Source: an optimization exercise on an open RTL-to-GDS flow (aim: small area and few clock cycles per item). Production flows keep margins and buffers that such runs may drop.
In this exercise RTL edits were held to simulation tests only and were not proved equivalent to the original.
Power is estimated from default activity; no workload was simulated.

Design multi_channel_echo_ranger, start of the top module:
module multi_channel_echo_ranger (
   input  logic                            clock,
   input  logic                            reset,
   input  logic                            req_valid,
   output logic                            req_ready,
   input  logic                            req_operation,
   input  logic [mcer_pkg::CHANNELS-1:0]   req_echo_levels,
   output logic                            rsp_valid,
   input  logic                            rsp_ready,
   output logic                            rsp_trigger,
   output logic                            rsp_complete,
   output logic [mcer_pkg::CHANNELS-1:0]   rsp_done_mask,
   output logic                            rsp_timed_out,
   output logic [mcer_pkg::DIST_W-1:0]     rsp_distance_0,
   output logic [mcer_pkg::DIST_W-1:0]     rsp_distance_1,
   output logic [mcer_pkg::DIST_W-1:0]     rsp_distance_2,
   output logic [mcer_pkg::DIST_W-1:0]     rsp_distance_3,
   input  logic                            csr_write_en,
   input  logic [mcer_pkg::CSR_IDX_W-1:0]  csr_index,
   input  logic [mcer_pkg::CSR_W-1:0]      csr_write_data
);
   localparam int CH = mcer_pkg::CHANNELS;
   logic [CH-1:0]                  channel_enable_ff;
   logic [mcer_pkg::TIMEOUT_W-1:0] timeout_ff;
   logic [mcer_pkg::SCALE_W-1:0]   scale_ff;
   mcer_pkg::phase_type            phase_ff, phase_in;
   logic [mcer_pkg::CNT_W-1:0]     count_ff, count_in, count_dec;
   logic [mcer_pkg::CNT_W:0]       borrow;
   logic                           accept;
   logic                           start;
   logic                           measure;
   logic                           mult;
   logic                           all_done;
   logic                           all_done_ff;
   logic                           expired;
   logic                           finish;
   logic                           trigger;
   logic [CH-1:0]                  lane_done_next;
   logic [CH-1:0]                  lane_done;
   logic [CH*mcer_pkg::DIST_W-1:0] lane_ndistance;
   logic [CH*mcer_pkg::DIST_W-1:0] rsp_distance;
   always_ff @(posedge clock) begin
      if (reset) begin
  ...
Settings: LEC_CHECK=0, ABC_AREA=1, CAP_MARGIN=20, CORE_MARGIN=2, CORE_UTILIZATION=40, CTS_BUF_LIST=sky130_fd_sc_hd__clkbuf_8, PLACE_DENSITY=0.6, SLEW_MARGIN=20; clock period 10.0 ns.
run.sh (not shown) runs the stock make flow with config.mk's settings and CLKGATE_MAP_FILE= SYNTH_SCRIPT=/design/flow/synth_recipe.tcl, a recipe that flattens the netlist after the stock synthesis.
Testbench counts at the start, summed over its fixed seeds: cycles 157,232, items 151,224.
Next try:
==> flow/flow/run.sh (new file) <==
#!/bin/bash
# The standard layout (the standard.sh, standard synthesis unchanged), with
# - the port buffers that buffer_ports inserts made the smallest buffer cell, buf_1;
# - clock tree synthesis with clkbuf_16 buffers, clusters of up to 40 sinks, and no dummy loads.
set -euo pipefail
bash standard.sh \
   BUFFER_PORTS_ARGS="-buffer_cell sky130_fd_sc_hd__buf_1" \
   CTS_ARGS="-sink_clustering_enable -repair_clock_nets -buf_list sky130_fd_sc_hd__clkbuf_16 -sink_clustering_size 40 -sink_clustering_max_diameter 100 -dont_use_dummy_load" \
   finish > standard.log 2>&1
==> flow/standard.sh (new file) <==
#!/bin/bash
# synth_recipe.tcl (not shown) runs the flow's synth.tcl, then flattens the netlist and writes it again
# the make line also repeats each setting of config.mk as NAME=value (left out here)
make -C /OpenROAD-flow-scripts/flow DESIGN_CONFIG=/design/flow/config.mk WORK_HOME=/design/flow/orfs CLKGATE_MAP_FILE= SYNTH_SCRIPT=/design/flow/synth_recipe.tcl "${@:-finish}"
- CTS_BUF_LIST: sky130_fd_sc_hd__clkbuf_8 -> default
removed: flow/run.sh
Result: Maximum frequency climbs by a few percent; clock-buffer cell count shrinks by 3; utilization decreases by 3.6 points; final area is lower by a little under a tenth; non-clock buffer count falls by 6; combinational power drops slightly; area after synthesis is unchanged; clock skew rose by 0.0079 ns; setup slack improves by 0.31 ns; clock power climbs by a little under a tenth; routed wire length went down by a few percent.

---

multi_channel_echo_ranger, a different RTL version from the one above (not shown whole).
Size in the first run: ~200 flip-flops, roughly 130 I/O pins, about 0.0099 mm2 of cells after synthesis.
clock: 10.0 ns
lec_check: 0
abc_area: 1
cap_margin: 20
core_margin: 2
core_utilization: 40
place_density: 0.6
slew_margin: 20
standard.sh (not shown) runs the stock make flow with config.mk's settings and CLKGATE_MAP_FILE= SYNTH_SCRIPT=/design/flow/synth_recipe.tcl, a recipe that flattens the netlist after the stock synthesis.
==> flow/flow/run.sh <==
#!/bin/bash
# The standard layout (the standard.sh, standard synthesis unchanged), with
# - the port buffers that buffer_ports inserts made the smallest buffer cell, buf_1;
# - clock tree synthesis with clkbuf_4 or clkbuf_8 buffers and no dummy loads.
set -euo pipefail
bash standard.sh \
   BUFFER_PORTS_ARGS="-buffer_cell sky130_fd_sc_hd__buf_1" \
   CTS_ARGS="-sink_clustering_enable -repair_clock_nets -buf_list {sky130_fd_sc_hd__clkbuf_4 sky130_fd_sc_hd__clkbuf_8} -dont_use_dummy_load" \
   finish > standard.log 2>&1
The baseline completed with no timing, DRC or antenna violations.
Testbench counts at the start, summed over its fixed seeds: cycles 157,232, items 151,224.
Rerun with:
==> flow/flow/run.sh (replaced) <==
#!/bin/bash
# The standard layout (the standard.sh, standard synthesis unchanged), with
# - the port buffers that buffer_ports inserts made the smallest buffer cell, buf_1;
# - clock tree synthesis with clkbuf_8 buffers and no dummy loads.
set -euo pipefail
bash standard.sh \
   BUFFER_PORTS_ARGS="-buffer_cell sky130_fd_sc_hd__buf_1" \
   CTS_ARGS="-sink_clustering_enable -repair_clock_nets -buf_list sky130_fd_sc_hd__clkbuf_8 -dont_use_dummy_load" \
   finish > standard.log 2>&1
After rerunning: Routed wire length stays the same. Worst hold slack does not change. Global-route usage stays the same. Worst setup slack stays the same. Synthesized area does not change. Cell area stays the same. Total power stays the same.

---

RTL: one of the versions met above, not the one the previous note started from.
For scale: ~1100 cells after synthesis, about 200 flip-flops, ~130 I/O pins, about 9700 um^2 of cells after synthesis.
==> flow/config.mk <==
export PLATFORM = sky130hd
export DESIGN_NAME = multi_channel_echo_ranger
export DESIGN_NICKNAME = multi_channel_echo_ranger
export VERILOG_FILES = /design/flow/design.v
export SDC_FILE = /design/flow/constraint.sdc
export NUM_CORES = 4
export LEC_CHECK = 0
export ABC_AREA = 1
export CAP_MARGIN = 20
export CORE_MARGIN = 2
export CORE_UTILIZATION = 40
export PLACE_DENSITY = 0.6
export SLEW_MARGIN = 20
==> flow/constraint.sdc <==
create_clock -name core_clock -period 10.0 [get_ports {clock}]
set_input_delay 2.0000 -clock core_clock [delete_from_list [all_inputs] [get_ports {clock}]]
set_output_delay 2.0000 -clock core_clock [all_outputs]
set_load 0.01 [all_outputs]
==> flow/flow/run.sh <==
#!/bin/bash
# The standard layout (the standard.sh, standard synthesis unchanged), with
# - the port buffers that buffer_ports inserts made the smallest buffer cell, buf_1;
# - clock tree synthesis with clkbuf_8 buffers, clusters of up to 25 sinks, and no dummy loads.
set -euo pipefail
bash standard.sh \
   BUFFER_PORTS_ARGS="-buffer_cell sky130_fd_sc_hd__buf_1" \
   CTS_ARGS="-sink_clustering_enable -repair_clock_nets -buf_list sky130_fd_sc_hd__clkbuf_8 -sink_clustering_size 25 -dont_use_dummy_load" \
   finish > standard.log 2>&1
Testbench counts at the start, summed over its fixed seeds: cycles 157,232, items 151,224.
==> next run, changes <==
==> flow/flow/run.sh (replaced) <==
#!/bin/bash
# The standard layout (the standard.sh, standard synthesis unchanged), with
# - the port buffers that buffer_ports inserts made the smallest buffer cell, buf_1;
# - clock tree synthesis with clkbuf_8 buffers and no dummy loads.
set -euo pipefail
bash standard.sh \
   BUFFER_PORTS_ARGS="-buffer_cell sky130_fd_sc_hd__buf_1" \
   CTS_ARGS="-sink_clustering_enable -repair_clock_nets -buf_list sky130_fd_sc_hd__clkbuf_8 -dont_use_dummy_load" \
   finish > standard.log 2>&1
- CORE_UTILIZATION: 40 -> 55
- PLACE_DENSITY: 0.6 -> 0.7
The changed run completed without violations.
Core utilization came out higher by 17 points.
Worst setup slack is better by 0.091 ns.
Total power went down slightly.
Clock-buffer cell count does not change.
Critical path depth does not change.
Sequential power barely changes.
Cell area decreases slightly.
Clock skew drops by 0.0054 ns.
Routed wire length went down by a few percent.
Clock power falls slightly.
==> next run, changes <==
- CORE_UTILIZATION: 55 -> 40
- PLACE_DENSITY: 0.7 -> 0.6
Outcome: The new run passed the timing, DRC and antenna checks. Combinational power is higher by about 2%. Via count is lower by 1.5%. Synthesized cell count is unchanged. Hold slack is worse by 0.0042 ns. Core utilization falls by 17 points.
==> next run, changes <==
--- a/flow/flow/run.sh
+++ b/flow/flow/run.sh
@@ -7,3 +7,3 @@
    BUFFER_PORTS_ARGS="-buffer_cell sky130_fd_sc_hd__buf_1" \
-   CTS_ARGS="-sink_clustering_enable -repair_clock_nets -buf_list sky130_fd_sc_hd__clkbuf_8 -dont_use_dummy_load" \
+   CTS_ARGS="-sink_clustering_enable -repair_clock_nets -buf_list sky130_fd_sc_hd__clkbuf_8 -sink_buffer_max_cap_derate 0.015 -dont_use_dummy_load" \
    finish > standard.log 2>&1
The changed run went through all stages and came out clean.
Synthesized area does not change.
Flip-flop and latch count stays the same.
Combinational power is about the same.

[separate check: timing with driven ports]
How much do the figures lean on ideal ports? The routed layouts below were timed once more, with nothing changed but the port constraints. Step 1, drivers: a clkbuf_16 drives clock and a buf_2 each remaining input, both assumed. Step 2 also shifts input and output timing later by t, the mid clock arrival at the registers, as if the neighbouring blocks saw the same clock. Slacks: no drivers / after step 1 / after step 2; pairs: no drivers / after step 1.
run | t (ns) | slack for setup (ns) | worst hold slack (ns) | clock arrival spread, ns
the first run of note 1 | 0.502 | 0.314 / 0.332 / -0.170 | 0.469 / 0.469 / 0.469 | 0.018 / 0.017
the second run of note 1 | 0.468 | 0.622 / 0.650 / 0.182 | 0.456 / 0.456 / 0.456 | 0.028 / 0.028
the first run of note 2 | 0.500 | 0.507 / 0.525 / 0.024 | 0.459 / 0.459 / 0.459 | 0.037 / 0.037
the second run of note 2 | 0.500 | 0.507 / 0.525 / 0.024 | 0.459 / 0.459 / 0.459 | 0.037 / 0.037
the first run of note 3 | 0.506 | 0.659 / 0.682 / 0.177 | 0.459 / 0.459 / 0.459 | 0.040 / 0.039
the second run of note 3 | 0.499 | 0.751 / 0.772 / 0.273 | 0.463 / 0.463 / 0.463 | 0.031 / 0.032
the third run of note 3 | 0.506 | 0.659 / 0.682 / 0.177 | 0.459 / 0.459 / 0.459 | 0.040 / 0.039
the fourth run of note 3 | 0.506 | 0.659 / 0.682 / 0.177 | 0.459 / 0.459 / 0.459 | 0.040 / 0.039
Met with ideal ports but missed after step 2: setup timing in the first run of note 1. The setup slack of the first run of note 1, which loses most, moves by +0.018 ns with the drivers and by -0.484 ns with both steps.
